From an optimization exercise on the open Yosys and OpenROAD flow, aimed at small area, a short achievable clock period and few clock cycles per item; shortcuts taken in it are not production practice. In this exercise RTL edits were held to simulation tests only and were not proved equivalent to the original. No activity file was given, so power comes from the tool's default toggle rates.

==> flow/design.v (excerpt) <==
module admm_top (
    input  logic        clk,
    input  logic        rst,
    input  logic        chipselect,
    input  logic        read,
    input  logic        write,
    input  logic [7:0]  addr,
    input  logic [31:0] writedata,
    output logic [31:0] readdata
);
Size in the first run: about 1200 flip-flops, ~77 I/O pins.
clock: 13.0 ns
lec_check: 0
cap_margin: 20
core_margin: 2
core_utilization: 40
cts_buf_list: sky130_fd_sc_hd__clkbuf_8
slew_margin: 20
standard.sh (not shown) runs the stock make flow with config.mk's settings and CLKGATE_MAP_FILE= SYNTH_SCRIPT=/design/flow/synth_recipe.tcl, a recipe that flattens the netlist after the stock synthesis.
==> flow/flow/run.sh <==
#!/bin/bash
# Standard layout, with timing repair aiming for extra setup slack so the
# critical paths are sized for a shorter period than the 13 ns constraint.
set -euo pipefail
bash standard.sh finish SETUP_SLACK_MARGIN=8 > flow_make.log 2>&1
Testbench counts at the start, summed over its fixed seeds: cycles 12,724, solves 192.
Change:
==> flow/flow/run.sh (replaced) <==
#!/bin/bash
# Standard layout, with timing repair aiming for extra setup slack so the
# critical paths are sized for a shorter period than the 13 ns constraint.
set -euo pipefail
bash standard.sh finish SETUP_SLACK_MARGIN=8.75 > flow_make.log 2>&1
- CTS_BUF_LIST: sky130_fd_sc_hd__clkbuf_8 -> unset
The new run completed with no timing, DRC or antenna violations.
Global-route usage came out higher by 1.3 points.
Power came out higher by a few percent.
Setup slack is better by 890 ps.


== the reference run ==
admm_top, a different RTL version from the one above (not shown whole).
Size in the first run: roughly 5500 cells after synthesis, about 1200 flip-flops, about 77 I/O pins, roughly 60000 um^2 of cells after synthesis.
clock: 13.0 ns
lec_check: 0
cap_margin: 20
core_margin: 2
core_utilization: 40
slew_margin: 20
==> flow/flow/run.sh <==
#!/bin/bash
# Standard layout, with timing repair aiming for extra setup slack so the
# critical paths are sized for a shorter period than the 13 ns constraint.
set -euo pipefail
bash standard.sh finish SETUP_SLACK_MARGIN=8.65 > flow_make.log 2>&1
The reference run finished end to end and its layout was clean on timing, DRC and antenna.
Testbench counts of the reference run, summed over its fixed seeds: cycles 12,724, solves 192.
## Diff of input files: the trial run against the reference run
diff --git a/flow/flow/run.sh b/flow/flow/run.sh
--- a/flow/flow/run.sh
+++ b/flow/flow/run.sh
@@ -4,2 +4,2 @@
 set -euo pipefail
-bash standard.sh finish SETUP_SLACK_MARGIN=8.65 > flow_make.log 2>&1
+bash standard.sh finish SETUP_SLACK_MARGIN=8.75 > flow_make.log 2>&1
==> summary.txt <==
Worst setup path startpoint: addr[7] -> the trial run, addr[1] -> the reference run
Going from the reference run to the trial run, the logic depth of the worst path, buffers included was found to have gone up by 2.
In the trial run, the clock buffer instance count of the final layout came out about 4.3% below the value in the reference run.
[diff] total power after layout, the trial run relative to the reference run: improvement


Another version of the RTL of admm_top (not shown whole).
For scale: roughly 5700 cells after synthesis, ~1200 flip-flops, ~77 I/O pins.
Settings: LEC_CHECK=0, CAP_MARGIN=20, CORE_MARGIN=2, CORE_UTILIZATION=40, SLEW_MARGIN=20; clock period 13.0 ns.
run.sh (not shown) runs the stock make flow with config.mk's settings and CLKGATE_MAP_FILE= SYNTH_SCRIPT=/design/flow/synth_recipe.tcl, a recipe that flattens the netlist after the stock synthesis.
Stock flow here: none of the scripts above is used.
The starting point finished clean.
Testbench counts at the start, summed over its fixed seeds: cycles 12,916, solves 192.
Change:
==> flow/flow/run.sh (new file) <==
#!/bin/bash
# Standard layout, with timing repair aiming for extra setup slack so the
# critical paths are sized for a shorter period than the 13 ns constraint.
set -euo pipefail
bash standard.sh finish SETUP_SLACK_MARGIN=8.5 > flow_make.log 2>&1
==> flow/standard.sh (new file) <==
#!/bin/bash
# synth_recipe.tcl (not shown) runs the flow's synth.tcl, then flattens the netlist and writes it again
# the make line also repeats each setting of config.mk as NAME=value (left out here)
make -C /OpenROAD-flow-scripts/flow DESIGN_CONFIG=/design/flow/config.mk WORK_HOME=/design/flow/orfs CLKGATE_MAP_FILE= SYNTH_SCRIPT=/design/flow/synth_recipe.tcl "${@:-finish}"
removed: flow/run.sh
Power went up by 15%.
Sequential cell count does not change.
Worst hold slack got worse by 9.3 ps.
Synthesized area does not change.
Clock power went down by about 3%.


admm_top with an RTL version that a note above also has.
Size: roughly 5400 cells after synthesis, roughly 1200 flip-flops, roughly 0.059 mm^2 of cells after synthesis.
==> flow/design.v (excerpt) <==
module admm_top (
    input  logic        clk,
    input  logic        rst,
    input  logic        chipselect,
    input  logic        read,
    input  logic        write,
    input  logic [7:0]  addr,
    input  logic [31:0] writedata,
    output logic [31:0] readdata
);
==> flow/config.mk <==
export PLATFORM = sky130hd
export DESIGN_NAME = admm_top
export DESIGN_NICKNAME = admm_top
export VERILOG_FILES = /design/flow/design.v
export SDC_FILE = /design/flow/constraint.sdc
export NUM_CORES = 4
export LEC_CHECK = 0
export CAP_MARGIN = 5
export CORE_MARGIN = 2
export CORE_UTILIZATION = 40
export CTS_BUF_LIST = sky130_fd_sc_hd__clkbuf_8
export SLEW_MARGIN = 5
==> flow/constraint.sdc <==
create_clock -name core_clock -period 13.0 [get_ports {clk}]
set_input_delay 2.6000 -clock core_clock [delete_from_list [all_inputs] [get_ports {clk}]]
set_output_delay 2.6000 -clock core_clock [all_outputs]
set_load 0.01 [all_outputs]
standard.sh (not shown) runs the stock make flow with config.mk's settings and CLKGATE_MAP_FILE= SYNTH_SCRIPT=/design/flow/synth_recipe.tcl, a recipe that flattens the netlist after the stock synthesis.
==> flow/flow/run.sh <==
#!/bin/bash
# Standard layout, with timing repair aiming for extra setup slack so the
# critical paths are sized for a shorter period than the 13 ns constraint.
set -euo pipefail
bash standard.sh finish SETUP_SLACK_MARGIN=8.5 > flow_make.log 2>&1
The baseline completed without violations.
Testbench counts at the start, summed over its fixed seeds: cycles 12,724, solves 192.
Next try:
==> flow/flow/run.sh (replaced) <==
#!/bin/bash
# Standard layout, with timing repair aiming for extra setup slack so the
# critical paths are sized for a shorter period than the 13 ns constraint.
set -euo pipefail
bash standard.sh finish SETUP_SLACK_MARGIN=9 > flow_make.log 2>&1
- CAP_MARGIN: 5 -> 20
- CTS_BUF_LIST: sky130_fd_sc_hd__clkbuf_8 -> not set
- SLEW_MARGIN: 5 -> 20
What happened: The new run finished with timing, DRC and antenna clean; setup slack is better by 0.37 ns; global-route usage is higher by 1.9 points; total power is higher by 7.2%; first-iteration DRC count is higher by 17%.
Next try:
==> flow/flow/run.sh (replaced) <==
#!/bin/bash
# Standard layout, with timing repair aiming for extra setup slack so the
# critical paths are sized for a shorter period than the 13 ns constraint.
set -euo pipefail
bash standard.sh finish SETUP_SLACK_MARGIN=8.5 > flow_make.log 2>&1
- CTS_BUF_LIST: not set -> sky130_fd_sc_hd__clkbuf_8
- PLACE_DENSITY: not set -> 0.7
Result: The changed run finished with timing, DRC and antenna clean. Sequential share of layout area rose by 3.3 points. Worst hold slack gains 0.018 ns. Wire length came out lower by roughly a tenth. First-iteration DRC count came out higher by roughly a tenth. Utilization drops by 3.7 points. Via count falls by a few percent. Register-to-register slack is worse by 0.08 ns. Worst setup slack got worse by 0.40 ns. Final area fell by a little under a tenth. Non-clock buffer count went down by 210. Count of clock-buffer cells in the layout grows by 47.
Next try:
- CTS_BUF_LIST: sky130_fd_sc_hd__clkbuf_8 -> not set
- PLACE_DENSITY: 0.7 -> not set
Outcome: Power is higher by 2.5%. Worst setup slack improved by 0.070 ns. Register-to-register slack gains 0.02 ns.
Next try:
- CTS_BUF_LIST: not set -> sky130_fd_sc_hd__clkbuf_8
What happened:
- non-clock buffer count stays the same
- clock skew is higher by 0.021 ns
- synthesized cell count does not change
- global-route usage is about the same

==> re-timing with driven ports <==
No port has a modelled driver above. Below, the same layouts with a new extraction and two added sets of constraints. Step 1 (the two cells are an assumption about what drives the block):
set clk [get_ports {clk}]
set_driving_cell -lib_cell sky130_fd_sc_hd__clkbuf_16 $clk
set_driving_cell -lib_cell sky130_fd_sc_hd__buf_2 [delete_from_list [all_inputs] $clk]
Step 2, shift: input delay + t, output delay - t, t = (earliest + latest rising clock arrival at the registers) / 2. This alone moves slack from input paths to output paths. Slacks: no drivers / after step 1 / after step 2; pairs: no drivers / after step 1.
| run | t, ns | slack for setup (ns) | pins driven straight from the clock port |
|---|---|---|---|
| the first run of note 1 | 1.006 | 7.787 / 7.814 / 6.808 | 1 |
| the second run of note 1 | 0.855 | 8.680 / 8.544 / 7.689 | 1 |
| the reference run | 0.859 | 8.207 / 8.123 / 7.264 | 1 |
| the trial run | 0.836 | 8.213 / 8.266 / 7.430 | 1 |
| the first run of note 3 | 0.843 | 5.850 / 5.850 / 5.850 | 1 |
| the second run of note 3 | 0.873 | 7.549 / 7.549 / 7.393 | 1 |
| the first run of note 4 | 1.002 | 8.331 / 8.358 / 7.355 | 1 |
| the second run of note 4 | 0.837 | 8.697 / 8.532 / 7.695 | 1 |
| the third run of note 4 | 0.995 | 8.301 / 8.319 / 7.324 | 1 |
| the fourth run of note 4 | 0.855 | 8.371 / 8.290 / 7.434 | 1 |
| the fifth run of note 4 | 0.978 | 8.409 / 8.414 / 7.436 | 1 |
After both steps setup and hold are still met in every run listed. The setup slack of the second run of note 4, which loses most, moves by -0.165 ns with the drivers and by -1.002 ns with both steps.
